Source: an optimization exercise on an open RTL-to-GDS flow (aim: small area). Production flows keep margins and buffers that such runs may drop. The RTL was checked by simulation tests, not by an equivalence proof against the original design. Power figures rest on the tool's default switching activity, not on a simulated workload.

==> flow/design.v <==
package ld_dma_pkg;
    localparam int GLB_ADDR_WIDTH      = 16;
    localparam int CGRA_DATA_WIDTH     = 16;
    localparam int BANK_DATA_WIDTH     = 64;
    localparam int WORD_BYTE_SHIFT     = 1;
    localparam int ROW_BYTE_SHIFT      = 3;
    localparam int MAX_NUM_WORDS_WIDTH = 12;
    localparam int QUEUE_DEPTH = 2;
    localparam int LOOP_LEVEL  = 2;
    localparam int BANK_READ_LATENCY = 4;
    localparam int DONE_PULSE_WIDTH  = 4;
    localparam logic [1:0] OFF       = 2'b00;
    localparam logic [1:0] NORMAL    = 2'b01;
    localparam logic [1:0] AUTO_INCR = 2'b10;
    localparam int LOOP_WIDTH = 2 * MAX_NUM_WORDS_WIDTH;
    localparam int HDR_ITER_LSB     = 0;
    localparam int HDR_INACTIVE_LSB = LOOP_LEVEL * LOOP_WIDTH;
    localparam int HDR_ACTIVE_LSB   = HDR_INACTIVE_LSB + MAX_NUM_WORDS_WIDTH;
    localparam int HDR_START_LSB    = HDR_ACTIVE_LSB + MAX_NUM_WORDS_WIDTH;
    localparam int HDR_VALID_BIT    = HDR_START_LSB + GLB_ADDR_WIDTH;
    localparam int HEADER_WIDTH     = HDR_VALID_BIT + 1;
    localparam int RDRQ_WIDTH = 1 + GLB_ADDR_WIDTH;
    localparam int RDRS_WIDTH = 1 + BANK_DATA_WIDTH;
endpackage
`timescale 1ns/100ps
module ld_dma_top (
    input  logic                                                  clk,
    input  logic                                                  reset,
    input  logic [1:0]                                            cfg_ld_dma_mode,
    input  logic [ld_dma_pkg::QUEUE_DEPTH*ld_dma_pkg::HEADER_WIDTH-1:0] cfg_ld_dma_header,
    input  logic                                                  strm_start_pulse,
    output logic [ld_dma_pkg::RDRQ_WIDTH-1:0]                     rdrq_packet,
    input  logic [ld_dma_pkg::RDRS_WIDTH-1:0]                     rdrs_packet,
    output logic [ld_dma_pkg::CGRA_DATA_WIDTH-1:0]                stream_data_g2f,
    output logic                                                  stream_data_valid_g2f,
    output logic                                                  stream_g2f_done_pulse,
    output logic [ld_dma_pkg::QUEUE_DEPTH-1:0]                    cfg_load_dma_invalidate_pulse
);
    localparam int HW = ld_dma_pkg::HEADER_WIDTH;
    localparam int VB = ld_dma_pkg::HDR_VALID_BIT;
    localparam int CW = ld_dma_pkg::MAX_NUM_WORDS_WIDTH;
    logic [1:0]      valid_d1;
    logic [1:0]      hv;
    logic [1:0]      loaded;
    logic [VB-1:0]   hd0, hd1;
    logic            q_sel;
    logic [1:0]      valid_rise;
    logic [VB-1:0]   cur;
    logic            cur_valid;
    logic start_pulse;
    logic done_pulse;
    assign valid_rise[0] = cfg_ld_dma_header[VB]      & ~valid_d1[0];
    assign valid_rise[1] = cfg_ld_dma_header[HW + VB] & ~valid_d1[1];
    assign cfg_load_dma_invalidate_pulse[0] = start_pulse & ~q_sel;
    assign cfg_load_dma_invalidate_pulse[1] = start_pulse &  q_sel;
    always_ff @(posedge clk or posedge reset) begin
        if (reset) begin
            valid_d1 <= '0;
            hv       <= '0;
            loaded   <= '0;
        end else begin
            valid_d1 <= {cfg_ld_dma_header[HW + VB], cfg_ld_dma_header[VB]};
            for (int i = 0; i < 2; i++) begin
                if (valid_rise[i]) begin
                    hv[i]     <= 1'b1;
                    loaded[i] <= 1'b1;
                end else if (cfg_load_dma_invalidate_pulse[i]) begin
                    hv[i] <= 1'b0;
                end
            end
        end
    end
    always_ff @(posedge clk) begin
        if (valid_rise[0]) hd0 <= cfg_ld_dma_header[VB-1:0];
        if (valid_rise[1]) hd1 <= cfg_ld_dma_header[HW +: VB];
    end
    always_ff @(posedge clk or posedge reset) begin
        if (reset) begin
            q_sel <= 1'b0;
        end else if (cfg_ld_dma_mode == ld_dma_pkg::AUTO_INCR) begin
            if (done_pulse) q_sel <= ~q_sel;
        end else begin
            q_sel <= 1'b0;
        end
    end
    assign cur = ({VB{~q_sel & loaded[0]}} & hd0) | ({VB{q_sel & loaded[1]}} & hd1);
    assign cur_valid = q_sel ? hv[1] : hv[0];
    logic [15:0]   cur_start;
    logic [CW-1:0] cur_active, cur_inactive, cur_r1, cur_s1, cur_r0, cur_s0;
    assign cur_start    = cur[ld_dma_pkg::HDR_START_LSB    +: 16];
    assign cur_active   = cur[ld_dma_pkg::HDR_ACTIVE_LSB   +: CW];
    assign cur_inactive = cur[ld_dma_pkg::HDR_INACTIVE_LSB +: CW];
    assign cur_r1       = cur[36 +: CW];
    assign cur_s1       = cur[24 +: CW];
    assign cur_r0       = cur[12 +: CW];
    assign cur_s0       = cur[0  +: CW];
    logic run_state;
    logic word_active;
    logic first;           
    logic start_next;
    logic [CW-1:0] cnt;    
    logic cnt_le1;
    logic last_word;
    always_comb begin
        case (cfg_ld_dma_mode)
            ld_dma_pkg::NORMAL:    start_next = ~run_state & strm_start_pulse;
            ld_dma_pkg::AUTO_INCR: start_next = ~run_state & (strm_start_pulse | cur_valid);
            default:               start_next = 1'b0;
        endcase
    end
    assign done_pulse = last_word & word_active;
    assign cnt_le1    = (cnt[CW-1:1] == '0);
    always_ff @(posedge clk or posedge reset) begin
        if (reset) begin
            start_pulse <= 1'b0;
            run_state   <= 1'b0;
            word_active <= 1'b0;
            first       <= 1'b0;
        end else begin
            start_pulse <= ~start_pulse & start_next;
            first       <= start_pulse;
            if (start_pulse)     run_state <= 1'b1;
            else if (done_pulse) run_state <= 1'b0;
            if (start_pulse) begin
                word_active <= 1'b1;
            end else if (run_state && !done_pulse) begin
                if (cur_inactive == '0) word_active <= 1'b1;
                else if (cnt_le1)       word_active <= ~word_active;
            end else begin
                word_active <= 1'b0;
            end
        end
    end
    always_ff @(posedge clk) begin
        if (start_pulse) begin
            cnt <= cur_active;
        end else if (run_state && !done_pulse) begin
            if (cur_inactive == '0) begin
                if (!word_active) cnt <= '0;
            end else if (cnt_le1) begin
                cnt <= word_active ? cur_inactive : cur_active;
            end else begin
                cnt <= cnt - 1'b1;
            end
        end
    end
    logic [CW-1:0] r0_q, s0_q, s1_q, c0, c1;
    logic [15:1]   base;       
    logic [15:0]   req_addr;   
    logic          use_base;   
    logic          at_end0, at_end1;
    logic [15:1]   add_a;
    logic [CW-1:0] add_b;
    logic [15:1]   next_addr;
    logic          rd_en_q;
    assign at_end0   = (c0[CW-1:1] == '0);
    assign at_end1   = (c1[CW-1:1] == '0);
    assign last_word = at_end0 & at_end1;
    assign add_a     = use_base ? base : req_addr[15:1];
    assign add_b     = use_base ? s1_q : s0_q;
    assign next_addr = add_a + 15'(add_b);
    always_ff @(posedge clk) begin
        if (start_pulse) begin
            r0_q <= cur_r0;
            s0_q <= cur_s0;
            s1_q <= cur_s1;
            c0   <= cur_r0;
            c1   <= cur_r1;
            base <= cur_start[15:1];
            req_addr <= cur_start;
        end else if (word_active) begin
            c0 <= at_end0 ? r0_q : c0 - 1'b1;
            if (at_end0) c1 <= c1 - 1'b1;
            use_base <= at_end0;
            if (!first) begin
                req_addr[15:1] <= next_addr;
                if (use_base) base <= next_addr;
            end
        end
    end
    logic [5:0]  vpipe;
    logic [9:0]  done_dly;
    logic [4:0][1:0] sel_dly;
    logic [63:0] row_cache;
    always_ff @(posedge clk or posedge reset) begin
        if (reset) begin
            rd_en_q  <= 1'b0;
            vpipe    <= '0;
            done_dly <= '0;
        end else begin
            rd_en_q  <= word_active & (first | (next_addr[15:3] != req_addr[15:3]));
            vpipe    <= {vpipe[4:0], word_active};
            done_dly <= {done_dly[8:0], done_pulse};
        end
    end
    always_ff @(posedge clk) begin
        sel_dly <= {sel_dly[3:0], req_addr[2:1]};
        if (rdrs_packet[64]) row_cache <= rdrs_packet[63:0];
    end
    assign rdrq_packet           = {rd_en_q, req_addr};
    assign stream_data_valid_g2f = vpipe[5];
    assign stream_data_g2f       = row_cache[sel_dly[4]*16 +: 16];
    assign stream_g2f_done_pulse = |done_dly[9:6];
endmodule
==> flow/run.sh <==
#!/bin/bash
# synth_recipe.tcl (not shown) runs the flow's synth.tcl, then flattens the netlist and writes it again
# the make line also repeats each setting of config.mk as NAME=value (left out here)
make -C /OpenROAD-flow-scripts/flow DESIGN_CONFIG=/design/flow/config.mk WORK_HOME=/design/flow/orfs CLKGATE_MAP_FILE= SYNTH_SCRIPT=/design/flow/synth_recipe.tcl finish
==> flow/config.mk <==
export PLATFORM = sky130hd
export DESIGN_NAME = ld_dma_top
export DESIGN_NICKNAME = ld_dma_top
export VERILOG_FILES = /design/flow/design.v
export SDC_FILE = /design/flow/constraint.sdc
export NUM_CORES = 4
export LEC_CHECK = 0
export CAP_MARGIN = 20
export CORE_MARGIN = 2
export CORE_UTILIZATION = 40
export SLEW_MARGIN = 20
==> flow/constraint.sdc <==
create_clock -name core_clock -period 10.0 [get_ports {clk}]
set_input_delay 2.0000 -clock core_clock [delete_from_list [all_inputs] [get_ports {clk}]]
set_output_delay 2.0000 -clock core_clock [all_outputs]
set_load 0.01 [all_outputs]
==> out/metrics.yaml, run 1 <==
status: "no timing/DRC/antenna violations"
place.gp.congestion: 0.821
worstSetupStartpoint: "sel_dly[8]$_DFF_P_"
crit_required_ns: 8.00
wl_per_cell_um: 19.6
clock_path_buffers: 3
cp-end-kind: "output port"
cts-htree-levels: 2
die_h_um: 200
start_util_pct: 40.8
overflow: 0
hold_path_class: "register to register"
cts-root-buf: "clkbuf_16"
timing.setup.tns_ns: 0
finalSetupViolations: 0
firstDrtPassIters: 4
crit_chain: "mux4_2 > clkdlybuf4s50_1"
holdWs_ns: 0.328
vias_per_cell: 5.14
placed_area_um2: 18700
dr_total_vias: 9115
path_class: "register to output port"
peakVddDrop_mv: 0.127
final_common_cell: "edfxtp_1"
cts_sinks: 382
track_usage_pct: 17.3
grt_pass1_vias: 9432
register_area_um2: 11200
cp_slowest_cell: "dfxtp_2"
clk_pin_slew_ns: 0.05
worst_r2r_startpoint: "use_base$_DFFE_PP_"
fin_util_pct: 53.1
clk_latency_ns: 0.55
yosysWarnings: 1
die_x_um: 200
nets: 1496
die-area_um2: 40100
yosys.cell_types.count: 64
cts_tree: "done"
maxSlewViolCount: 0
synth_nets: 1208
worstPathArrival_ns: 2.30
drtIter0Drc: 490
routed_wl_um: 34700
fillers: 3117
grt_antenna_before_repair: 1
fin_skew_ns: 0.0159
numCtsBuffers: 42
final_cell_mix: "edfxtp_1 (344), clkdlybuf4s50_1 (283), a22o_1 (62)"
p_total_uw: 4890
worstMarginPinSlew_ns: 0.888
worstSetupStartpointType: "register"
ctsHoldBuffers: 0
core_um2: 37800
synth_seq_cells: 382
grt_pass1_wl_um: 54000
ys_seq_area_share_pct: 73.0
powerDensity_nw_per_um2: 244
grt_max_degree: 80
multi_input_area_um2: 3870
synth_enable_flop_cells: 344
port_buffers: 284
rsz0062_at_grt: "no"
slew-limit-headroom_pct: 40.8
worstPathMaxFanout: 16
dp_hpwl_um: 24100
async_flop_share_pct: 7.33
cts_resized: 0
ios: 285
drive_gt1_share_pct: 11.0
maxCapViolCount: 0
areaGrowthSynthToFinish_pct: 30.2
drc_errors: 0
critPathMaxStageDelay_ns: 0.68
rows: 71
ys.flop_type: "edfxtp_1"
cellLeakagePower_uw: 0.00708
synth_area_um2: 15400
hold_start: "sel_dly[3]$_DFF_P_"
fmaxAchievable_mhz: 233
crit_buf_inv: 1
synthCells: 943
hold_viol_final: 0
fin_area_um2: 20000
avgSynthCellArea_um2: 16.3
cts_setup_buffers: 0
min_period_ns: 4.30
ant_nets: 0
fin_crit_sh_pct: 43.0
cp_top_family: "flip-flops"
synth_stat cells, types with 3 or more instances:
master    instances  area (um^2)
dfxtp_1          10          200
a21oi_1          49          245
mux4_2           16          360
or3_1             3         18.8
a31oi_1           4         25.0
nor4_1           14         87.6
nand2b_1          5         31.3
inv_1            18         67.6
o21ai_0          32          160
buf_2             9         45.0
xor2_1           13          114
xnor2_1          33          289
nand3_1           5         25.0
a21o_1            7         52.6
xnor3_1           3         67.6
buf_4             3         22.5
a221o_1          10          100
mux2_2           25          282
nor3b_1           3         22.5
nor2_1           44          165
nor4_2            3         37.5
o211ai_1         11         82.6
a22o_1           62          543
o21a_1            3         22.5
a221oi_1         19          166
ha_1             16          200
dfrtp_1          28          701
buf_1             7         26.3
edfxtp_1        344        10300
nand2_1          33          124
or2_2             6         37.5
and2_1            5         31.3
nor2b_1           4         25.0
a22oi_1           8         60.1
clkbuf_1         31          116
nor3_1           12         60.1
o31ai_1           4         30.0
mux2i_1           8         80.1
registers in the layout, summed over array words and instances (netlist names), 6 cells and up:
signal,count
sel_dly,10
c0,12
base,15
r0_q,12
s1_q,12
hd0,88
c1,12
done_dly,10
row_cache,64
s0_q,12
req_addr,16
vpipe,6
cnt,12
hd1,88
through the flow:
step                cells  setup WS [ns]
finish               1773           5.70
global route         1773           5.56
CTS                  1772           5.26
detailed placement   1698           5.81
global placement     1698           5.87
floorplan             943           3.54
metal layers:
layer	up-vias	global-route usage [%]	routed length [um]
met4	0	6.21	825
met2	283	27.9	16400
met1	4472	23.1	15400
met5	-	0	0
li1	4311	-	-
met3	49	3.86	2080
logic make-up (layout without fill, tap and decap cells):
group                      Yosys count  after routing  share of synthesized area [%]
DFF                                382            382                           73.0
AOI/OAI and AO/OA                  225            225                           10.6
and+or+nand+nor                    151            151                           5.29
buffers and inverters               70            388                           1.98
xor gates and xnor gates            49             49                           3.06
muxes                               49             49                           4.69
adders and majority gates           17             17                           1.43
other                                0              1                              0
power breakdown:
| group | total (uW) | leakage (uW) | switching, uW | internal [uW] |
|---|---|---|---|---|
| registers | 2190 | 0.00369 | 151 | 2040 |
| clock network | 1450 | 0.000633 | 597 | 853 |
| logic | 1250 | 0.00276 | 604 | 645 |
worst paths after layout:
path	to	slack (ns)	cells past startpoint
setup / recovery	stream_data_g2f[0]	5.70	2
hold / removal	sel_dly[5]$_DFF_P_	0.33	0
setup reg to reg	rd_en_q$_DFF_PP0_	6.49	11
hold reg to reg	sel_dly[5]$_DFF_P_	0.33	0
max in group asynchronous	start_pulse$_DFF_PP0_	7.73	2
min in group asynchronous	vpipe[3]$_DFF_PP0_	1.83	2
cell type report:
type,count,share of cell area (%)
antenna,1,0.0125
clock buffer,57,5.89
clock inverter,17,0.581
inverter,18,0.350
multi-input combinational,491,19.3
sequential,382,56.1
tap,511,3.19
timing repair buffer,296,14.6
==> inputs of run 2 (changes only) <==
--- a/flow/config.mk
+++ b/flow/config.mk
@@ -5,6 +5,7 @@
 export SDC_FILE = /design/flow/constraint.sdc
 export NUM_CORES = 4
 export LEC_CHECK = 0
+export ABC_AREA = 1
 export CAP_MARGIN = 20
 export CORE_MARGIN = 2
 export CORE_UTILIZATION = 40
==> run 2 against run 1 <==
  * Fmax fell by 9.7%
  * Cell count grew 27%
  * Sequential power shrank 4%
  * Non-clock buffer count rose by 2
  * Largest power group unchanged
  * Count of clock-buffer cells in the layout shrank 3
  * Clock power grew 6%
  * Critical endpoint is now cfg_load_dma_invalidate_pulse[1]
==> out/metrics.yaml, run 2 <==
synth_seq_cells: 382  # unchanged
finalSetupViolations: 0  # unchanged
fin_crit_sh_pct: 47.6  # +4.6 points
fmaxAchievable_mhz: 210  # -9.7%
synth_nets: 1688  # +40%
hold_viol_final: 0  # unchanged
peakVddDrop_mv: 0.139  # +9.1%
grt_pass1_wl_um: 64600  # +20%
final_common_cell: "edfxtp_1"
synthMostInstantiatedCell: "edfxtp_1"
cts-root-buf: "clkbuf_16"
areaGrowthSynthToFinish_pct: 28.9
die_x_um: 205  # +2.4%
worstMarginPinSlew_ns: 1.14  # +0.252 ns
wl_per_cell_um: 18.7  # -4.6%
nets: 1959  # +31%
worstPathArrival_ns: 2.76  # +0.46 ns
track_usage_pct: 20.1  # +2.8 points
die-area_um2: 42000  # +4.9%
port_buffers: 284  # unchanged
start_util_pct: 40.6  # -0.18 points
worst_r2r_path_depth: 18  # +7
drive_gt1_share_pct: 5.57  # -5.5 points
cts-htree-levels: 2  # unchanged
rsz0062_at_grt: "no"
cts_sinks: 382  # unchanged
routed_wl_um: 42000  # +21%
synth_common_cells: "edfxtp_1 (344), nand2_1 (284), nand3_1 (219), nor2_1 (113), inv_1 (101)"
drtIter0Drc: 955  # +95%
cellLeakagePower_uw: 0.00799  # +13%
maxSlewViolCount: 0  # unchanged
cts_tree: "done"
dr_total_vias: 11600  # +28%
worstPathMaxFanout: 53  # +37
slew-limit-headroom_pct: 23.9  # -17 points
worst_r2r_startpoint: "use_base$_DFFE_PP_"
antennaDiodeCount: 0  # -1
ios: 285  # unchanged
final_cell_mix: "edfxtp_1 (344), nand2_1 (284), clkdlybuf4s50_1 (283)"
synth_area_um2: 16200  # +5.0%
grt_pass1_vias: 11600  # +23%
firstDrtPassIters: 8  # +4
powerDensity_nw_per_um2: 230  # -5.9%
vias_per_cell: 5.17  # +0.61%
die_h_um: 205  # +2.4%
overflow: 0  # unchanged
cp-end-kind: "output port"
clk_pin_slew_ns: 0.06  # about the same
synth_top_cell_by_area: "edfxtp_1"
hold_end: "sel_dly[2]$_DFF_P_"
hold_start: "sel_dly[0]$_DFF_P_"
holdPathStages: 0  # unchanged
async_flop_share_pct: 7.33  # unchanged
ant_nets: 0  # unchanged
ys.flop_type: "edfxtp_1"
core_um2: 39800  # +5.5%
drc_errors: 0  # unchanged
rr_endpoint: "rd_en_q$_DFF_PP0_"
clock_path_buffers: 3  # unchanged
clk_latency_ns: 0.56  # about the same
yosys.cell_types.count: 41  # -36%
fin_skew_ns: 0.0179  # +0.00206 ns
avgSynthCellArea_um2: 11.4  # -30%
hold_path_class: "register to register"
fin_util_pct: 52.3  # -0.78 points
place.gp.congestion: 0.916  # +12%
ys_seq_area_share_pct: 69.5  # -3.5 points
synthTopCellsByArea: "edfxtp_1 (64%), nand3_1 (6.8%), nand2_1 (6.6%), dfrtp_1 (4.3%), o21ai_0 (2.8%)"
synth_enable_flop_cells: 344  # unchanged
numCtsBuffers: 42  # unchanged
synth_top_area_share_pct: 63.9  # -3.2 points
worstSetupStartpointType: "register"
synthCells: 1423  # +51%
status: "no timing/DRC/antenna violations"
rrSetupSlack_ns: 6.56  # +0.07 ns
rows: 73  # +2.8%
ctsHoldBuffers: 0  # unchanged
crit_required_ns: 8.00  # about the same
dp_hpwl_um: 28700  # +19%
reg.largest.list: "hd0 x88, hd1 x88, row_cache x64"
grt_max_degree: 90  # +13%
cts_setup_buffers: 0  # unchanged
maxCapViolCount: 0  # unchanged
grt_antenna_before_repair: 3  # +2
yosysWarnings: 1  # unchanged
timing.setup.tns_ns: 0  # unchanged
cts_resized: 0  # unchanged
path_class: "register to output port"
min_period_ns: 4.76  # +0.462 ns
-- run 2: layer usage --
layer | part of all wire [%] | wire [um] | GRT usage (%)
met1 | 44 | 18500 | 27.7
met2 | 44 | 18600 | 30.7
met3 | 8.6 | 3620 | 4.87
met4 | 3.2 | 1350 | 7.89
met5 | 0.086 | 36 | 0
-- run 2: power breakdown --
group          internal (uW)  switching [uW]
Clock                    920             613
Combinational            486             651
Sequential              2000             113
Total                   3410            1380
-- run 2: cell families (layout without fill, tap and decap cells) --
group	Yosys count	after routing	synth area share [%]
buf+inv	175	476	4.43
compound gates	184	184	6.36
xor+xnor	14	14	0.844
simple gates	649	649	17.4
fa+ha+maj	17	17	1.36
mux	2	2	0.124
flops	382	382	69.5
-- run 2: worst max-delay path by stage --
stage / start / end / slack (ns) / depth (start not counted)
final: q_sel$_DFFE_PP0P_ / cfg_load_dma_invalidate_pulse[1] / 5.24 / 4
after global routing: q_sel$_DFFE_PP0P_ / cfg_load_dma_invalidate_pulse[1] / 5.07 / 4
after CTS: q_sel$_DFFE_PP0P_ / cfg_load_dma_invalidate_pulse[1] / 5.22 / 4
after detailed placement: cfg_ld_dma_header[177] / hd1[30]$_DFFE_PP_ / 5.70 / 5
after global placement: cfg_ld_dma_header[177] / hd1[30]$_DFFE_PP_ / 5.76 / 5
after floorplan: cfg_ld_dma_header[177] / loaded[1]$_DFFE_PP0P_ / 3.68 / 3
-- run 2: per-stage QoR --
| stage | power (uW) | setup slack (ns) | hold slack (ns) | cells | instance area [um^2] |
|---|---|---|---|---|---|
| after floorplan | 2800 | 3.68 | 0.310 | 1423 | 16200 |
| after global placement | 3250 | 5.76 | 0.310 | 2175 | 19500 |
| after global routing | 5040 | 5.07 | 0.334 | 2249 | 20800 |
| after detailed placement | 3270 | 5.70 | 0.312 | 2175 | 19500 |
| final | 4780 | 5.24 | 0.325 | 2249 | 20800 |
| after CTS | 4820 | 5.22 | 0.326 | 2249 | 20800 |
-- run 2: final cells by class --
type                            instances  area [um^2]
Clock buffer                           54         1120
Tap cell                              525          657
Clock inverter                         20          248
Multi-Input combinational cell        866         4230
Timing Repair Buffer                  298         2940
Sequential cell                       382        11200
Fill cell                            3517        19000
Inverter                              104          390
-- run 2: worst max-delay path, stage by stage (launching register included) --
cell and delay [ns]:
dfrtp_4 0.73, buf_4 0.61, nand2_1 0.17, inv_1 0.08
clkdlybuf4s50_1 0.57
==> inputs of run 3 (changes only) <==
--- a/flow/config.mk
+++ b/flow/config.mk
@@ -9,4 +9,5 @@
 export CAP_MARGIN = 20
 export CORE_MARGIN = 2
 export CORE_UTILIZATION = 40
+export CTS_BUF_LIST = sky130_fd_sc_hd__clkbuf_4
 export SLEW_MARGIN = 20
==> run 3 against run 2 <==
  * Largest cell class unchanged
  * Fmax is 3.2% lower
  * Still clean
  * Clock power is 16% lower
  * Wire length is 0.59% higher
  * Via count is 1.9% higher
==> out/metrics.yaml, run 3 <==
fin_skew_ns: 0.0349  # +0.0170 ns
grt_pass1_wl_um: 65400  # +1.2%
worst_r2r_startpoint: "use_base$_DFFE_PP_"
routed.top_layer: "met5"
yosysWarnings: 1  # unchanged
fmaxAchievable_mhz: 203  # -3.2%
ys.flop_type: "edfxtp_1"
hold_start: "sel_dly[5]$_DFF_P_"
hold_viol_final: 0  # unchanged
min_period_ns: 4.92  # +0.160 ns
hold_path_class: "register to register"
synth_top_area_share_pct: 63.9  # unchanged
dr_total_vias: 11800  # +1.9%
rows: 73  # unchanged
dr_wl_met3_um: 3560  # -1.6%
rr_endpoint: "rd_en_q$_DFF_PP0_"
rsz0062_at_grt: "no"
fin_ws_ns: 5.08  # -0.160 ns
numCtsBuffers: 97  # +130%
synth_enable_flop_cells: 344  # unchanged
clock_path_buffers: 3  # unchanged
cts_tree: "done"
die_x_um: 205  # unchanged
ant_nets: 0  # unchanged
final_common_cell: "edfxtp_1"
grt_antenna_before_repair: 3  # unchanged
synth_nets: 1688  # unchanged
slew-limit-headroom_pct: 26.7  # +2.8 points
drive_gt1_share_pct: 10.0  # +4.5 points
final_cell_mix: "edfxtp_1 (344), nand2_1 (284), clkdlybuf4s50_1 (283)"
wl_met1_um: 18800  # +1.7%
wl_per_cell_um: 18.1  # -3.3%
synth_seq_cells: 382  # unchanged
maxCapViolCount: 0  # unchanged
synthCells: 1423  # unchanged
place.gp.congestion: 0.916  # unchanged
cts-root-buf: "clkbuf_4"
cp-end-kind: "output port"
synthTopCellsByArea: "edfxtp_1 (64%), nand3_1 (6.8%), nand2_1 (6.6%), dfrtp_1 (4.3%), o21ai_0 (2.8%)"
finalSetupViolations: 0  # unchanged
critPathMaxStageDelay_ns: 0.72  # about the same
cellLeakagePower_uw: 0.00802  # +0.48%
core_um2: 39800  # unchanged
crit_chain: "buf_4 > nand2_1 > inv_1 > clkdlybuf4s50_1"
worstPathArrival_ns: 2.92  # +0.16 ns
synth_area_um2: 16200  # unchanged
hold_end: "sel_dly[7]$_DFF_P_"
powerDensity_nw_per_um2: 219  # -4.4%
maxSlewViolCount: 0  # unchanged
nets: 2014  # +2.8%
path_class: "register to output port"
peakVddDrop_mv: 0.101  # -28%
start_util_pct: 40.6  # unchanged
dp_slack_ns: 5.70  # unchanged
die-area_um2: 42000  # unchanged
worstSetupStartpointType: "register"
ios: 285  # unchanged
grt_pass1_vias: 11900  # +3.2%
vias_per_cell: 5.07  # -2.1%
holdPathStages: 0  # unchanged
yosys.cell_types.count: 41  # unchanged
clk_latency_ns: 0.76  # +0.20 ns
grt_max_degree: 90  # unchanged
areaGrowthSynthToFinish_pct: 27.8
p_total_uw: 4530  # -5.2%
timing.setup.tns_ns: 0  # unchanged
ys_seq_area_share_pct: 69.5  # unchanged
rrSetupSlack_ns: 6.55  # about the same
dp_hpwl_um: 28700  # unchanged
status: "no timing/DRC/antenna violations"
cp_slowest_cell: "dfrtp_4"
worst_r2r_path_depth: 18  # unchanged
reg.largest.list: "hd0 x88, hd1 x88, row_cache x64"
async_flop_share_pct: 7.33  # unchanged
synth_common_cells: "edfxtp_1 (344), nand2_1 (284), nand3_1 (219), nor2_1 (113), inv_1 (101)"
track_usage_pct: 20.3  # +0.23 points
avgSynthCellArea_um2: 11.4  # unchanged
worstPathMaxFanout: 53  # unchanged
cts_resized: 0  # unchanged
port_buffers: 284  # unchanged
drc_errors: 0  # unchanged
crit_required_ns: 8.00  # about the same
cts_setup_buffers: 0  # unchanged
fin_crit_sh_pct: 49.2  # +1.6 points
drtIter0Drc: 1076  # +13%
synth_top_cell_by_area: "edfxtp_1"
cts-htree-levels: 3  # +1
worstMarginPinSlew_ns: 1.10  # -0.0419 ns
routed_wl_um: 42300  # +0.59%
wl_met2_um: 19100  # +3.0%
ctsHoldBuffers: 0  # unchanged
die_h_um: 205  # unchanged
firstDrtPassIters: 7  # -1
clk_pin_slew_ns: 0.06  # about the same
overflow: 0  # unchanged
synthMostInstantiatedCell: "edfxtp_1"
cts_sinks: 382  # unchanged
run 3: cell counts after synthesis:
No cell type changed its count.
run 3: per-stage QoR:
| stage | util (%) | instance area, um^2 | hold WS, ns | cells |
|---|---|---|---|---|
| floorplan | - | 16200 | 0.310 | 1423 |
| global placement | 48.9 | 19500 | 0.310 | 2175 |
| detailed placement | 48.9 | 19500 | 0.312 | 2175 |
| CTS | 51.9 | 20700 | 0.322 | 2338 |
| global route | 51.9 | 20700 | 0.335 | 2339 |
| finish | 51.9 | 20700 | 0.324 | 2339 |
run 3: kinds of logic after synthesis:
family                     count (synthesis)  share of synthesized area, %
buffers and inverters                    175                          4.43
DFF                                      382                          69.5
and+or+nand+nor                          649                          17.4
muxes                                      2                         0.124
xor gates and xnor gates                  14                         0.844
AOI/OAI and AO/OA                        184                          6.36
adders and majority gates                 17                          1.36
run 3: area by class of cell:
cell class | count | area (um^2)
antenna | 1 | 2.50
clock buffer | 138 | 1040
clock inverter | 25 | 156
fill | 3572 | 19200
inverter | 104 | 390
multi-input combinational | 866 | 4230
sequential | 382 | 11200
tap | 525 | 657
timing repair buffer | 298 | 2940
run 3: critical path: cells and delay by family, from the launching register on:
kind,cells,cell delay (ns)
buffers and inverters,3,1.26
DFF,1,0.72
and+or+nand+nor,1,0.16
run 3: worst max path at each step:
stage               slack [ns]              startpoint                                to  cells past startpoint
finish                    5.08       q_sel$_DFFE_PP0P_  cfg_load_dma_invalidate_pulse[1]                      4
global placement          5.76  cfg_ld_dma_header[177]                 hd1[30]$_DFFE_PP_                      5
CTS                       4.99       q_sel$_DFFE_PP0P_  cfg_load_dma_invalidate_pulse[1]                      4
floorplan                 3.68  cfg_ld_dma_header[177]             loaded[1]$_DFFE_PP0P_                      3
detailed placement        5.70  cfg_ld_dma_header[177]                 hd1[30]$_DFFE_PP_                      5
global route              4.81       q_sel$_DFFE_PP0P_  cfg_load_dma_invalidate_pulse[1]                      4
run 3: per-layer routing:
layer	vias up	track usage, %
li1	5749	-
met1	5573	28.0
met2	461	31.2
met3	62	5.50
met4	4	6.94
met5	-	0
run 3: power by group:
group / switching [uW] / leakage [uW] / total (uW) / internal, uW
Sequential: 112 / 0.00368 / 2110 / 2000
Combinational: 651 / 0.00364 / 1140 / 485
Clock: 606 / 0.000701 / 1290 / 681
Total: 1370 / 0.00802 / 4530 / 3160
==> inputs of run 4 (changes only) <==
==> flow/flow/run.sh (new file) <==
#!/bin/bash
set -euo pipefail
export BUFFER_PORTS_ARGS="-buffer_cell sky130_fd_sc_hd__buf_1"
export CTS_ARGS="-sink_clustering_enable -repair_clock_nets -buf_list sky130_fd_sc_hd__clkbuf_4 -dont_use_dummy_load"
bash standard.sh > flow_make.log 2>&1
==> flow/standard.sh (new file) <==
#!/bin/bash
# synth_recipe.tcl (not shown) runs the flow's synth.tcl, then flattens the netlist and writes it again
# the make line also repeats each setting of config.mk as NAME=value (left out here)
make -C /OpenROAD-flow-scripts/flow DESIGN_CONFIG=/design/flow/config.mk WORK_HOME=/design/flow/orfs CLKGATE_MAP_FILE= SYNTH_SCRIPT=/design/flow/synth_recipe.tcl "${@:-finish}"
--- a/flow/config.mk
+++ b/flow/config.mk
@@ -5,9 +5,7 @@
 export SDC_FILE = /design/flow/constraint.sdc
 export NUM_CORES = 4
 export LEC_CHECK = 0
-export ABC_AREA = 1
 export CAP_MARGIN = 20
 export CORE_MARGIN = 2
 export CORE_UTILIZATION = 40
-export CTS_BUF_LIST = sky130_fd_sc_hd__clkbuf_4
 export SLEW_MARGIN = 20
removed: flow/run.sh
==> run 4 against run 3 <==
  * Area after synthesis shrank 4.8%
  * Sequential cell count is the same
  * Critical endpoint is now stream_data_g2f[2]
  * Worst hold slack hardly changed
  * Largest power group unchanged
  * Non-clock buffer count is 1 lower
  * Fmax is 20% higher
  * Global-route usage is 3.5 points lower
  * Cell count decreased by 23%
  * Final area decreased by 14%
==> out/metrics.yaml, run 4 <==
status: "no timing/DRC/antenna violations"
synth_enable_flop_cells: 344  # unchanged
synthMostInstantiatedCell: "edfxtp_1"
synth_common_cells: "edfxtp_1 (344), a22o_1 (62), a21oi_1 (49), nor2_1 (44)"
cts_sinks: 382  # unchanged
ys.flop_type: "edfxtp_1"
drc_errors: 0  # unchanged
track_usage_pct: 16.8  # -3.5 points
grt_antenna_before_repair: 4  # +1
crit_chain: "mux4_2 > buf_1"
synthCells: 943  # -34%
grt_pass1_wl_um: 52300  # -20%
path_class: "register to output port"
min_period_ns: 4.09  # -0.826 ns
port_buffers: 284  # unchanged
final_common_cell: "edfxtp_1"
worstSetupStartpointType: "register"
vias_per_cell: 5.14  # +1.5%
holdWs_ns: 0.324  # -0.000108 ns
final_cell_mix: "edfxtp_1 (344), buf_1 (283), clkbuf_4 (98)"
finalSetupViolations: 0  # unchanged
rows: 71  # -2.7%
fin_skew_ns: 0.110  # +0.0747 ns
cp_top_family: "flip-flops"
crit_cells: 2  # -2
routed_wl_um: 33600  # -21%
crit_buf_inv: 1  # -2
cts-root-buf: "clkbuf_4"
rsz0062_at_grt: "no"
peakVddDrop_mv: 0.115  # +15%
nets: 1553  # -23%
fin_crit_sh_pct: 40.9  # -8.3 points
fmaxAchievable_mhz: 244  # +20%
overflow: 0  # unchanged
drtIter0Drc: 458  # -57%
dr_total_vias: 9254  # -22%
cts_resized: 0  # unchanged
die_h_um: 200  # -2.4%
holdPathStages: 0  # unchanged
worst_r2r_path_depth: 11  # -7
synthTopCellsByArea: "edfxtp_1 (67%), dfrtp_1 (4.6%), a22o_1 (3.5%), mux4_2 (2.3%), xnor2_1 (1.9%)"
synth_top_cell_by_area: "edfxtp_1"
grt_pass1_vias: 9554  # -20%
powerDensity_nw_per_um2: 241  # +9.8%
cp_slowest_cell: "dfxtp_2"
core_um2: 37800  # -5.2%
synth_area_um2: 15400  # -4.8%
die-area_um2: 40100  # -4.7%
worstPathMaxFanout: 16  # -70%
critPathMaxStageDelay_ns: 0.68  # -0.04 ns
hold_path_class: "register to register"
cellLeakagePower_uw: 0.00614  # -23%
avgSynthCellArea_um2: 16.3  # +44%
synth_nets: 1208  # -28%
grt_max_degree: 75  # -17%
maxCapViolCount: 0  # unchanged
yosysWarnings: 1  # unchanged
worstMarginPinSlew_ns: 0.817  # -0.282 ns
dp_hpwl_um: 23200  # -19%
ios: 285  # unchanged
clock_path_buffers: 3  # unchanged
synth_top_area_share_pct: 67.1  # +3.2 points
drive_gt1_share_pct: 14.0  # +4.0 points
timing.setup.tns_ns: 0  # unchanged
cp-end-kind: "output port"
areaGrowthSynthToFinish_pct: 15.3
yosys.cell_types.count: 64  # +56%
slew-limit-headroom_pct: 45.3  # +19 points
cts-htree-levels: 3  # unchanged
cts_setup_buffers: 0  # unchanged
wl_per_cell_um: 18.6  # +3.1%
firstDrtPassIters: 5  # -2
hold_viol_final: 0  # unchanged
start_util_pct: 40.8  # +0.18 points
numCtsBuffers: 98  # +1.0%
clk_latency_ns: 0.78  # +0.02 ns
synth_seq_cells: 382  # unchanged
place.gp.congestion: 0.863  # -5.8%
worstPathArrival_ns: 2.09  # -0.83 ns
cts_tree: "done"
ctsHoldBuffers: 0  # unchanged
ant_nets: 0  # unchanged
clk_pin_slew_ns: 0.06  # about the same
async_flop_share_pct: 7.33  # unchanged
die_x_um: 200  # -2.4%
reg.largest.list: "hd0 x88, hd1 x88, row_cache x64"
ys_seq_area_share_pct: 73.0  # +3.5 points
crit_required_ns: 8.00  # about the same
maxSlewViolCount: 0  # unchanged
## run 4: report_power, final
part	internal (uW)	total, uW	switching, uW
Clock	442	968	526
Sequential	2040	2180	142
Combinational	502	1120	621
## run 4: worst register-to-register path, cell delays in order, from the launching register on
cell      delay, ns
edfxtp_1       0.32
buf_4          0.36
mux2_2         0.41
ha_1           0.24
fa_1           0.49
a211oi_1       0.36
o21ai_0        0.19
a31oi_1        0.23
xnor2_1        0.19
xor2_1         0.10
nor4_1         0.28
a41oi_1        0.19
## run 4: worst paths after layout
kind	startpoint	endpoint	slack, ns
worst max-delay path	sel_dly[8]$_DFF_P_	stream_data_g2f[2]	5.91
worst min-delay path	sel_dly[1]$_DFF_P_	sel_dly[3]$_DFF_P_	0.32
worst max register to register	use_base$_DFFE_PP_	rd_en_q$_DFF_PP0_	6.48
worst min register to register	sel_dly[1]$_DFF_P_	sel_dly[3]$_DFF_P_	0.32
max in group asynchronous	reset	word_active$_DFFE_PP0P_	8.22
min in group asynchronous	reset	start_pulse$_DFF_PP0_	1.26
## run 4: kinds of logic after synthesis
| logic type | share of synthesized area [%] |
|---|---|
| buffers and inverters | 1.98 |
| flip-flops | 73.0 |
| adder cells (fa/ha/maj) | 1.43 |
| AND/OR/NAND/NOR | 5.29 |
| AO/OA/AOI/OAI | 10.6 |
| multiplexers | 4.69 |
| XOR/XNOR | 3.06 |
## run 4: stage by stage
step                util [%]  cell area [um^2]  std cells  setup slack (ns)  total power (uW)
finish                  47.0             17700       1800              5.91              4280
global route            47.0             17700       1799              5.70              4570
CTS                     47.0             17700       1797              5.40              4340
detailed placement      45.0             17000       1699              6.17              3340
global placement        45.0             17000       1698              6.22              3320
floorplan                  -             15400        943              3.54              3010
## run 4: metal layers
metal / GRT usage, % / vias up / wire (um) / part of all wire [%]
met5: 0 / - / 13 / 0.039
met3: 5.11 / 66 / 2230 / 6.7
met1: 22.3 / 4452 / 14700 / 44
li1: - / 4415 / - / -
met2: 26.3 / 319 / 15800 / 47
met4: 6.00 / 2 / 794 / 2.4
## run 4: area by class of cell
cell class	instances	area, um^2
well taps	511	639
inverters	18	70.1
multi-input cells	491	3870
flip-flops and latches	382	11200
clock buffers	98	736
repair buffers	297	1180
fillers	3396	20000
diodes	3	7.51
==> inputs of run 5 (changes only) <==
==> flow/flow/run.sh (replaced) <==
#!/bin/bash
set -euo pipefail
export BUFFER_PORTS_ARGS="-buffer_cell sky130_fd_sc_hd__buf_1"
export CTS_ARGS="-sink_clustering_enable -repair_clock_nets -sink_clustering_size 10 -sink_clustering_max_diameter 40 -buf_list sky130_fd_sc_hd__clkbuf_4 -dont_use_dummy_load"
bash standard.sh > flow_make.log 2>&1
==> run 5 against run 4 <==
  * Still clean on timing, DRC and antenna
  * Global-route usage is 0.18 points lower
  * Fmax down 2.5%
  * Critical path depth unchanged
  * Die area unchanged
  * Via count shrank 2.0%
  * Critical path type unchanged
  * Highest routed layer unchanged
==> out/metrics.yaml, run 5 <==
die_x_um: 200  # unchanged
ys.flop_type: "edfxtp_1"
worstMarginPinSlew_ns: 0.817  # -0.000335 ns
firstDrtPassIters: 5  # unchanged
core_um2: 37800  # unchanged
synth_area_um2: 15400  # unchanged
fillers: 3417  # +0.62%
final_common_cell: "edfxtp_1"
routed_wl_um: 33300  # -0.78%
status: "no timing/DRC/antenna violations"
ant_nets: 0  # unchanged
cellLeakagePower_uw: 0.00595  # -3.1%
cts_tree: "done"
hold_end: "sel_dly[4]$_DFF_P_"
clock_path_buffers: 3  # unchanged
drc_errors: 0  # unchanged
die-area_um2: 40100  # unchanged
cts_sinks: 382  # unchanged
finalSetupViolations: 0  # unchanged
worstPathArrival_ns: 2.19  # +0.10 ns
clk_latency_ns: 0.77  # about the same
fin_skew_ns: 0.0633  # -0.0463 ns
synthXorXnorAreaFrac_pct: 3.06  # unchanged
register_area_um2: 11200  # unchanged
maxCapViolCount: 0  # unchanged
timing.setup.tns_ns: 0  # unchanged
grt_pass1_vias: 9236  # -3.3%
min_period_ns: 4.19  # +0.103 ns
grt_max_degree: 75  # unchanged
grt_antenna_before_repair: 4  # unchanged
multi_input_area_um2: 3870  # unchanged
place_inst: 1699  # unchanged
synth_enable_flop_cells: 344  # unchanged
rows: 71  # unchanged
synthCells: 943  # unchanged
rsz0062_at_grt: "no"
synth_compound_area_share_pct: 10.6  # unchanged
peakVddDrop_mv: 0.115  # -0.34%
synth_mux_area_share_pct: 4.69  # unchanged
synth_top_cell_by_area: "edfxtp_1"
reg.largest.list: "hd0 x88, hd1 x88, row_cache x64"
holdWs_ns: 0.290  # -0.0339 ns
die_h_um: 200  # unchanged
dr_wl_met3_um: 2210  # -1.1%
wl_met1_um: 14600  # -0.81%
yosys.area_share.simple_pct: 5.29  # unchanged
start_util_pct: 40.8  # unchanged
wl_met2_um: 15700  # -0.88%
synth_nets: 1208  # unchanged
worst_r2r_startpoint: "use_base$_DFFE_PP_"
async_flop_share_pct: 7.33  # unchanged
cts_resized: 0  # unchanged
worstSetupStartpointType: "register"
instances_no_fill: 1759  # -2.3%
hold_viol_final: 0  # unchanged
fmaxAchievable_mhz: 238  # -2.5%
synthMostInstantiatedCell: "edfxtp_1"
path_class: "register to output port"
vias_per_cell: 5.15  # +0.24%
cts-root-buf: "clkbuf_4"
maxSlewViolCount: 0  # unchanged
rr_endpoint: "rd_en_q$_DFF_PP0_"
yosysWarnings: 1  # unchanged
powerDensity_nw_per_um2: 232  # -3.8%
rrSetupSlack_ns: 6.47  # about the same
place.gp.congestion: 0.863  # unchanged
drive_gt1_share_pct: 11.1  # -2.9 points
fin_crit_sh_pct: 41.9  # +1.0 points
grt_pass1_wl_um: 51700  # -1.2%
final_cell_mix: "edfxtp_1 (344), buf_1 (283), a22o_1 (62)"
holdPathStages: 0  # unchanged
synth_seq_cells: 382  # unchanged
dr_total_vias: 9065  # -2.0%
worst_r2r_path_depth: 11  # unchanged
worstPathMaxFanout: 16  # unchanged
hold_start: "sel_dly[2]$_DFF_P_"
wl_per_cell_um: 18.9  # +1.5%
slew-limit-headroom_pct: 45.3  # about the same
synthTopCellsByArea: "edfxtp_1 (67%), dfrtp_1 (4.6%), a22o_1 (3.5%), mux4_2 (2.3%), xnor2_1 (1.9%)"
ys_seq_area_share_pct: 73.0  # unchanged
numCtsBuffers: 56  # -43%
synth_top_area_share_pct: 67.1  # unchanged
synth_adder_area_share_pct: 1.43  # unchanged
p_total_uw: 4040  # -5.5%
synth_common_cells: "edfxtp_1 (344), a22o_1 (62), a21oi_1 (49), nor2_1 (44)"
cts-htree-levels: 2  # -1
port_buffers: 284  # unchanged
crit_required_ns: 8.00  # about the same
areaGrowthSynthToFinish_pct: 13.3
cts_setup_buffers: 0  # unchanged
nets: 1511  # -2.7%
ctsHoldBuffers: 0  # unchanged
routed.top_layer: "met5"
overflow: 0  # unchanged
avgSynthCellArea_um2: 16.3  # unchanged
track_usage_pct: 16.6  # -0.18 points
ios: 285  # unchanged
drtIter0Drc: 492  # +7.4%
synth_top_family_by_area: "compound AO/OA/AOI/OAI gates"
yosys.cell_types.count: 64  # unchanged
hold_path_class: "register to register"
cp-end-kind: "output port"
dp_hpwl_um: 23200  # unchanged
clk_pin_slew_ns: 0.09  # +0.03 ns
fin_util_pct: 46.2  # -0.83 points
## run 5: cells by family (layout without fill, tap and decap cells)
logic type | count (synthesis) | after routing
AO/OA/AOI/OAI | 225 | 225
AND/OR/NAND/NOR | 151 | 151
adder cells (fa/ha/maj) | 17 | 17
other | 0 | 4
buffers and inverters | 70 | 371
XOR/XNOR | 49 | 49
flip-flops | 382 | 382
multiplexers | 49 | 49
## run 5: report_power, final
group | internal [uW] | switching [uW]
combinational | 502 | 621
clock | 255 | 483
sequential | 2040 | 143
total | 2790 | 1250
## run 5: area by class of cell
class | count | area share [%]
antenna | 4 | 0.0574
sequential | 382 | 64.4
clock buffer | 56 | 2.41
inverter | 18 | 0.402
tap | 511 | 3.67
multi-input combinational | 491 | 22.2
timing repair buffer | 297 | 6.80
## run 5: how the worst max path moves through the flow
stage,start,endpoint,slack (ns),cells after the start
floorplan,cfg_ld_dma_header[177],loaded[1]$_DFFE_PP0P_,3.54,2
global placement,sel_dly[8]$_DFF_P_,stream_data_g2f[2],6.22,2
detailed placement,sel_dly[8]$_DFF_P_,stream_data_g2f[2],6.17,2
CTS,sel_dly[8]$_DFF_P_,stream_data_g2f[2],5.30,2
global route,sel_dly[8]$_DFF_P_,stream_data_g2f[2],5.60,2
finish,sel_dly[8]$_DFF_P_,stream_data_g2f[2],5.81,2
## run 5: layer usage
metal	vias up	global-route usage, %
li1	4323	-
met1	4377	22.5
met2	302	26.0
met3	61	4.54
met4	2	5.76
met5	-	0
## run 5: through the flow
step | instance area, um^2 | setup slack (ns)
5_1_grt | 17400 | 5.60
6_report | 17400 | 5.81
4_1_cts | 17400 | 5.30
3_3_place_gp | 17000 | 6.22
3_5_place_dp | 17000 | 6.17
2_1_floorplan | 15400 | 3.54
## run 5: worst max-delay path, cell delays in order, from the launching register on
cell and delay, ns:
dfxtp_2 0.70, mux4_2 0.58, buf_1 0.15
==> inputs of run 6 (changes only) <==
==> flow/flow/run.sh (replaced) <==
#!/bin/bash
set -euo pipefail
export BUFFER_PORTS_ARGS="-buffer_cell sky130_fd_sc_hd__buf_1"
export CTS_ARGS="-sink_clustering_enable -repair_clock_nets -sink_clustering_size 16 -sink_clustering_max_diameter 50 -buf_list sky130_fd_sc_hd__clkbuf_8 -dont_use_dummy_load"
bash standard.sh > flow_make.log 2>&1
==> run 6 against run 5 <==
  * Critical path type unchanged
  * Critical endpoint unchanged
  * Utilization increased by 0.22 points
  * Via count decreased by 1.3%
  * Die area unchanged
  * Clock power increased by 9.6%
  * Still clean on timing, DRC and antenna
==> out/metrics.yaml, run 6 <==
status: "no timing/DRC/antenna violations"
synthTopCellsByArea: "edfxtp_1 (67%), dfrtp_1 (4.6%), a22o_1 (3.5%), mux4_2 (2.3%), xnor2_1 (1.9%)"
ys.flop_type: "edfxtp_1"
grt_antenna_before_repair: 2  # -2
ant_nets: 0  # unchanged
nets: 1492  # -1.3%
cp-end-kind: "output port"
yosysWarnings: 1  # unchanged
cts_tree: "done"
final_common_cell: "edfxtp_1"
final_cell_mix: "edfxtp_1 (344), buf_1 (283), a22o_1 (62)"
avgSynthCellArea_um2: 16.3  # unchanged
vias_per_cell: 5.15  # about the same
ctsHoldBuffers: 0  # unchanged
die_h_um: 200  # unchanged
cts-htree-levels: 2  # unchanged
dp_slack_ns: 6.17  # unchanged
synth_common_cells: "edfxtp_1 (344), a22o_1 (62), a21oi_1 (49), nor2_1 (44)"
synth_nets: 1208  # unchanged
worstPathArrival_ns: 2.01  # -0.18 ns
clk_latency_ns: 0.60  # -0.17 ns
place.gp.congestion: 0.863  # unchanged
synth_enable_flop_cells: 344  # unchanged
drtIter0Drc: 532  # +8.1%
holdWs_ns: 0.312  # +0.0216 ns
die-area_um2: 40100  # unchanged
slew-limit-headroom_pct: 43.8  # -1.5 points
dr_total_vias: 8948  # -1.3%
track_usage_pct: 16.5  # -0.11 points
worstPathMaxFanout: 16  # unchanged
hold_viol_final: 0  # unchanged
synth_seq_cells: 382  # unchanged
fin_skew_ns: 0.0569  # -0.00636 ns
rows: 71  # unchanged
synth_area_um2: 15400  # unchanged
synthMostInstantiatedCell: "edfxtp_1"
cts_resized: 0  # unchanged
ys_seq_area_share_pct: 73.0  # unchanged
grt_pass1_wl_um: 51400  # -0.67%
crit_required_ns: 8.00  # about the same
grt_use_met2_pct: 25.7  # -0.30 points
cts_setup_buffers: 0  # unchanged
hold_path_class: "register to register"
synthCells: 943  # unchanged
grt_busiest_layer: "met2"
instances_no_fill: 1737  # -1.3%
wl_per_cell_um: 19.0  # +0.53%
drc_errors: 0  # unchanged
drive_gt1_share_pct: 9.71  # -1.4 points
die_x_um: 200  # unchanged
grt_pass1_vias: 9067  # -1.8%
core_um2: 37800  # unchanged
cellLeakagePower_uw: 0.00596  # +0.14%
synth_top_cell_by_area: "edfxtp_1"
port_buffers: 284  # unchanged
cts-root-buf: "clkbuf_8"
use_met3_pct: 4.36  # -0.18 points
fin_ws_ns: 5.99  # +0.181 ns
fmaxAchievable_mhz: 249  # +4.5%
fin_crit_sh_pct: 40.1  # -1.8 points
ios: 285  # unchanged
peakVddDrop_mv: 0.136  # +19%
async_flop_share_pct: 7.33  # unchanged
reg.largest.list: "hd0 x88, hd1 x88, row_cache x64"
place_inst: 1699  # unchanged
cts_sinks: 382  # unchanged
clk_pin_slew_ns: 0.09  # about the same
areaGrowthSynthToFinish_pct: 13.8
grt_max_degree: 75  # unchanged
rsz0062_at_grt: "no"
path_class: "register to output port"
numCtsBuffers: 37  # -34%
grt.met1_usage_pct: 22.5  # +0.044 points
min_period_ns: 4.01  # -0.181 ns
firstDrtPassIters: 5  # unchanged
maxCapViolCount: 0  # unchanged
powerDensity_nw_per_um2: 235  # +1.3%
start_util_pct: 40.8  # unchanged
overflow: 0  # unchanged
worstSetupStartpointType: "register"
timing.setup.tns_ns: 0  # unchanged
worstMarginPinSlew_ns: 0.839  # +0.0225 ns
routed_wl_um: 33100  # -0.73%
dp_hpwl_um: 23200  # unchanged
maxSlewViolCount: 0  # unchanged
synth_top_area_share_pct: 67.1  # unchanged
clock_path_buffers: 3  # unchanged
finalSetupViolations: 0  # unchanged
yosys.cell_types.count: 64  # unchanged
==> run 6: logic make-up (layout without fill, tap and decap cells) <==
family	Yosys count	in the layout	synth area share, %
flip-flops	382	382	73.0
AND/OR/NAND/NOR	151	151	5.29
multiplexers	49	49	4.69
other	0	1	0
AO/OA/AOI/OAI	225	225	10.6
buffers and inverters	70	352	1.98
adder cells (fa/ha/maj)	17	17	1.43
XOR/XNOR	49	49	3.06
==> run 6: area by class of cell <==
class,count,area [um^2]
diodes,1,2.50
clock buffers,37,509
fillers,3389,20200
inverters,18,70.1
multi-input cells,491,3870
flip-flops and latches,382,11200
well taps,511,639
repair buffers,297,1180
==> run 6: layer usage <==
layer  wire (um)  vias to the layer above
met5          13                        -
met2       15300                      310
met1       14400                     4318
met3        2380                       57
met4        1000                        2
li1            -                     4261
==> run 6: worst paths after layout <==
check | startpoint | endpoint | slack [ns] | cells after the start
worst max-delay path | sel_dly[8]$_DFF_P_ | stream_data_g2f[2] | 5.99 | 2
min in group asynchronous | reset | vpipe[5]$_DFF_PP0_ | 1.41 | 2
worst max register to register | use_base$_DFFE_PP_ | rd_en_q$_DFF_PP0_ | 6.50 | 11
max in group asynchronous | reset | rd_en_q$_DFF_PP0_ | 8.08 | 3
worst min-delay path | sel_dly[5]$_DFF_P_ | sel_dly[7]$_DFF_P_ | 0.31 | 0
worst min register to register | sel_dly[5]$_DFF_P_ | sel_dly[7]$_DFF_P_ | 0.31 | 0
==> run 6: power by group <==
part	leakage [uW]	total [uW]	switching (uW)	internal, uW
Sequential	0.00369	2180	142	2040
Clock	0.000266	809	478	331
Combinational	0.00201	1120	621	502
Total	0.00596	4110	1240	2870
==> run 6: worst max-delay path, cell delays in order (launching register included) <==
cell and delay, ns:
dfxtp_2 0.70, mux4_2 0.58, buf_1 0.15
==> run 6: through the flow <==
step	power, uW	instance area (um^2)	utilization (%)
final	4110	17500	46.4
after global placement	3320	17000	45.0
after global routing	4390	17500	46.4
after CTS	4170	17500	46.4
after floorplan	3010	15400	-
after detailed placement	3340	17000	45.0
==> inputs of run 7 (changes only) <==
==> flow/flow/run.sh (replaced) <==
#!/bin/bash
# Own layout flow: the standard synthesis, then an area-oriented re-mapping of the gates
# between the flip-flops (the flip-flops themselves are kept as synthesized), then the standard flow's
# standard layout with the smallest buffer on every port and a clock tree of small buffers
# without dummy loads. Each tool's full output goes to its own log file in this folder;
# every ORFS step also keeps its own log under orfs/logs/.
set -euo pipefail
export BUFFER_PORTS_ARGS="-buffer_cell sky130_fd_sc_hd__buf_1"
export CTS_ARGS="-sink_clustering_enable -repair_clock_nets -sink_clustering_size 10 -sink_clustering_max_diameter 40 -buf_list sky130_fd_sc_hd__clkbuf_4 -dont_use_dummy_load"
R=orfs/results/${FLOW_PLATFORM:-sky130hd}/ld_dma_top/base
bash standard.sh synth > flow_synth.log 2>&1
cp $R/1_2_yosys.v std_1_2_yosys.v
bash flow/remap.sh std_1_2_yosys.v remapped.v ${FLOW_TOP:-ld_dma_top} > remap.log 2>&1
cp remapped.v $R/1_2_yosys.v
bash standard.sh > flow_make.log 2>&1
==> flow/flow/remap.abc (new file) <==
strash
&get -n
&deepsyn -T 60
&dch -f
&nf -R 1000
&put
strash
&get -n
&dch -f
&nf -R 1000
&put
==> flow/flow/remap.sh (new file) <==
#!/bin/bash
# usage: remap.sh IN.v OUT.v TOP  (run from the flow folder; needs FLOW_HOME or ORFS yosys on PATH)
set -euo pipefail
HERE=$(cd "$(dirname "$0")" && pwd)
IN=$1; OUT=$2; TOP=$3
PLAT=${FLOW_HOME:-/OpenROAD-flow-scripts/flow}/platforms/sky130hd
LIB=$PLAT/lib/sky130_fd_sc_hd__tt_025C_1v80.lib
DU=""
for c in $(sed -n '/DONT_USE_CELLS/,/^#/p' $PLAT/config.mk | grep -oE 'sky130_fd_sc_hd__[A-Za-z0-9_]+'); do DU="$DU -dont_use $c"; done
YOSYS=$(command -v yosys || echo ${FLOW_HOME:-/OpenROAD-flow-scripts/flow}/../tools/install/yosys/bin/yosys)
sed -e "s|{LIB}|$LIB|g; s|{IN}|$IN|; s|{OUT}|$OUT|; s|{TOP}|$TOP|; s|{DONTUSE}|$DU|; s|{SCRIPT}|$HERE/remap.abc|" $HERE/remap.ys > remap_run.ys
$YOSYS -s remap_run.ys
# the re-mapped netlist must read back cleanly and keep every flip-flop of the standard synthesis
cat > remap_check.ys <<EOC
read_liberty -lib $LIB
read_verilog $OUT
hierarchy -top $TOP
check -assert
EOC
$YOSYS -s remap_check.ys
ffs() { grep -E '^\s*sky130_fd_sc_hd__(df|edf|sdf)[a-z0-9_]+ ' "$1" | awk '{print $1, $2}' | sort; }
if ! diff <(ffs $IN) <(ffs $OUT) > /dev/null; then echo "flip-flops changed by the re-mapping" >&2; exit 1; fi
echo "flip-flops kept: $(ffs $OUT | wc -l)"
==> flow/flow/remap.ys (new file) <==
# Area-oriented re-mapping of the combinational logic of the standard synthesis netlist.
# The flip-flops (and tie cells) stay as the instances the standard synthesis made, with
# the same names and cell types; only the gates between them are mapped again by ABC.
read_liberty -wb -ignore_miss_func {LIB}
read_verilog -defer {IN}
hierarchy -top {TOP}
setattr -mod -set keep_hierarchy 1 =sky130_fd_sc_hd__df* =sky130_fd_sc_hd__edf* =sky130_fd_sc_hd__sdf* =sky130_fd_sc_hd__conb*
flatten -wb
blackbox =sky130_fd_sc_hd__df* =sky130_fd_sc_hd__edf* =sky130_fd_sc_hd__sdf* =sky130_fd_sc_hd__conb*
opt -purge
techmap
opt -fast
abc -liberty {LIB} {DONTUSE} -script {SCRIPT}
opt_clean -purge
splitnets
opt_clean -purge
hilomap -singleton -hicell sky130_fd_sc_hd__conb_1 HI -locell sky130_fd_sc_hd__conb_1 LO
insbuf -buf sky130_fd_sc_hd__buf_4 A X
opt_clean -purge
stat -liberty {LIB}
blackbox =sky130_fd_sc_hd__*
write_verilog -noattr -nohex -nodec {OUT}
==> flow/config.mk (replaced) <==
export PLATFORM = sky130hd
export DESIGN_NAME = ld_dma_top
export DESIGN_NICKNAME = ld_dma_top
export VERILOG_FILES = /design/flow/design.v
export SDC_FILE = /design/flow/constraint.sdc
export NUM_CORES = 4
export LEC_CHECK = 0
export CAP_MARGIN = 10
export CORE_MARGIN = 2
export CORE_UTILIZATION = 65
export SLEW_MARGIN = 10
==> run 7 against run 6 <==
  * Still clean
  * Global-route usage rose by 9.0 points
  * Via count is 0.22% higher
  * Cell count fell by 14%
  * First-iteration DRC count grew 25%
  * Non-clock buffer count fell by 2
  * Count of clock-buffer cells in the layout is 10 higher
  * Register-to-register slack got worse by 1.3 ns
  * Worst setup slack worse by 0.83 ns
  * Critical path type is now register to register
  * Largest cell class unchanged
==> out/metrics.yaml, run 7 <==
final_common_cell: "edfxtp_1"
maxSlewViolCount: 0  # unchanged
clk_latency_ns: 0.67  # +0.07 ns
hold_viol_final: 0  # unchanged
maxCapViolCount: 0  # unchanged
drive_gt1_share_pct: 5.59  # -4.1 points
cts_tree: "done"
seq_power_share_pct: 58.5  # +5.5 points
cts_resized: 0  # unchanged
dr_total_vias: 8968  # +0.22%
port_buffers: 284  # unchanged
rr_endpoint: "base[15]$_DFFE_PP_"
avgSynthCellArea_um2: 16.2  # -0.66%
pwr-share-comb_pct: 23.7  # -3.6 points
fin_skew_ns: 0.0636  # +0.00668 ns
cts-htree-levels: 2  # unchanged
hold_start: "sel_dly[7]$_DFF_P_"
grt_antenna_before_repair: 2  # unchanged
slew-limit-headroom_pct: 22.1  # -22 points
synth_area_um2: 14400  # -6.2%
rows: 54  # -24%
holdPathStages: 0  # unchanged
instances_no_fill: 1497  # -14%
overflow: 0  # unchanged
worstMarginPinSlew_ns: 1.17  # +0.329 ns
dp_hpwl_um: 19900  # -14%
cp-end-kind: "register"
grt_max_degree: 89  # +19%
start_util_pct: 66.1  # +25 points
final_cell_mix: "edfxtp_1 (344), buf_1 (283), nor2_1 (58)"
rsz0062_at_grt: "no"
track_usage_pct: 25.6  # +9.0 points
ios: 285  # unchanged
yosysWarnings: 1  # unchanged
powerDensity_nw_per_um2: 232  # -1.1%
areaGrowthSynthToFinish_pct: 12.3
die_h_um: 153  # -24%
fin_crit_sh_pct: 48.4  # +8.3 points
die-area_um2: 23400  # -42%
clk_pin_slew_ns: 0.11  # +0.02 ns
place_inst: 1449  # -15%
fmaxAchievable_mhz: 206  # -17%
drc_errors: 0  # unchanged
grt_pass1_vias: 8877  # -2.1%
ctsHoldBuffers: 0  # unchanged
internal_power_uw: 2620  # -8.8%
ant_nets: 0  # unchanged
core_um2: 21800  # -42%
worst_r2r_startpoint: "use_base$_DFFE_PP_"
cpMostUsedCell: "a21oi_1"
firstDrtPassIters: 5  # unchanged
pwr-share-clk_pct: 17.8  # -1.9 points
holdWs_ns: 0.337  # +0.0249 ns
peakVddDrop_mv: 0.132  # -3.4%
synth_nets: 1138  # -5.8%
worstPathMaxFanout: 42  # +26
finalSetupViolations: 0  # unchanged
numCtsBuffers: 47  # +27%
place.gp.congestion: 0.851  # -1.4%
drtIter0Drc: 663  # +25%
wl_per_cell_um: 20.0  # +5.1%
synthCells: 890  # -5.6%
worst_r2r_path_depth: 25  # +14
hold_path_class: "register to register"
critPathMaxStageDelay_ns: 0.36  # -0.34 ns
clock_path_buffers: 3  # unchanged
timing.setup.tns_ns: 0  # unchanged
min_period_ns: 4.84  # +0.830 ns
p_switching_uw: 1140  # -8.0%
cts_setup_buffers: 0  # unchanged
crit_required_ns: 10.37  # +2.37 ns
die_x_um: 153  # -24%
worstPathArrival_ns: 5.22  # +3.21 ns
routed_wl_um: 29900  # -9.4%
path_class: "register to register"
hold_end: "sel_dly[9]$_DFF_P_"
cp_slowest_cell: "buf_4"
cts_sinks: 382  # unchanged
nets: 1466  # -1.7%
grt_pass1_wl_um: 46700  # -9.1%
reg.largest.list: "hd0 x88, hd1 x88, row_cache x64"
cts-root-buf: "clkbuf_4"
vias_per_cell: 5.99  # +16%
p_total_uw: 3760  # -8.6%
swShare_pct: 30.4  # +0.18 points
worstSetupStartpointType: "register"
status: "no timing/DRC/antenna violations"
rrSetupSlack_ns: 5.16  # -1.34 ns
cellLeakagePower_uw: 0.00529  # -11%
-- run 7: cell count changes in the layout (fill, tap and decap cells not counted), sizes merged, moves of 10 or more --
cell	previous run	this run
mux4	16	0
o22ai	0	36
o21ai	35	46
mux2	25	0
a22o	62	40
xnor2	33	22
a22oi	8	30
clkbuf	38	48
clkinv	0	11
a221oi	19	7
nor2	46	60
ha	16	0
inv	18	1
-- run 7: final cells by class --
cell class              count  area (um^2)
well taps                 280          350
multi-input cells         480         3060
inverters                  12         47.5
clock buffers              47          353
flip-flops and latches    382        11200
fillers                  1434         5630
repair buffers            295         1150
diodes                      1         2.50
-- run 7: layer usage --
layer  part of all wire [%]  GRT usage [%]
met5                  0.047              0
met4                    3.1           9.48
met3                    8.4           4.68
met2                     48           40.5
met1                     41           36.3
-- run 7: worst max-delay path, delay by kind of cell (launching register included) --
family | cells | cell delay [ns]
flip-flops | 1 | 0.35
AO/OA/AOI/OAI | 13 | 2.57
buffers and inverters | 2 | 0.46
AND/OR/NAND/NOR | 10 | 1.18
-- run 7: power groups by stage --
stage / registers, uW / logic, uW / clock network, uW
after global routing: 2230 / 997 / 745
after floorplan: 2210 / 653 / 0
after global placement: 2220 / 867 / 0
after CTS: 2200 / 894 / 690
final: 2200 / 893 / 669
after detailed placement: 2230 / 887 / 0
-- run 7: worst max-delay path by stage --
stage,startpoint,depth (start not counted),endpoint
after floorplan,cfg_ld_dma_header[177],1,hd1[0]$_DFFE_PP_
after global placement,use_base$_DFFE_PP_,25,base[15]$_DFFE_PP_
after detailed placement,use_base$_DFFE_PP_,25,base[15]$_DFFE_PP_
after CTS,use_base$_DFFE_PP_,25,base[15]$_DFFE_PP_
after global routing,use_base$_DFFE_PP_,25,base[15]$_DFFE_PP_
final,use_base$_DFFE_PP_,25,base[15]$_DFFE_PP_
-- run 7: metrics by stage --
stage	instance area, um^2	worst slack (ns)	util (%)
3_5_place_dp	15800	5.30	72.6
5_1_grt	16200	4.67	74.2
2_1_floorplan	14400	3.56	-
6_report	16200	5.16	74.2
4_1_cts	16200	5.19	74.2
3_3_place_gp	15800	5.46	72.6

-- separate check: timing with driven ports --
No port has a modelled driver above. Below, the same layouts with a new extraction and two added sets of constraints. Step 1 sets driving cells, clkbuf_16 on the clock port and buf_2 on the other inputs (assumed; they add their load-dependent delay and slew). Step 2 adds t to the input delays and takes it off the output delays; t is the mean of the earliest and latest rising clock arrival at the registers after step 1. Input paths then give back, and output paths get back, about the clock's delay inside the block. Slacks: ideal / step 1 / step 2; pairs: ideal / step 1.
run | shift t [ns] | setup slack, ns | clock arrival spread, ns | worst data-port slew with drivers (ns) | pins driven straight from the clock port
run 1 | 0.597 | 5.703 / 5.650 / 5.792 | 0.017 / 0.017 | 0.11 | 1
run 2 | 0.603 | 5.241 / 5.186 / 5.769 | 0.021 / 0.020 | 0.09 | 1
run 3 | 0.794 | 5.082 / 5.033 / 5.769 | 0.038 / 0.038 | 0.10 | 1
run 4 | 0.771 | 5.908 / 5.862 / 6.121 | 0.118 / 0.118 | 0.10 | 1
run 5 | 0.799 | 5.805 / 5.756 / 6.141 | 0.086 / 0.086 | 0.10 | 1
run 6 | 0.619 | 5.986 / 5.940 / 6.148 | 0.057 / 0.057 | 0.10 | 1
run 7 | 0.675 | 5.156 / 5.156 / 5.156 | 0.064 / 0.064 | 0.08 | 1
After both steps every run listed still meets setup and hold.
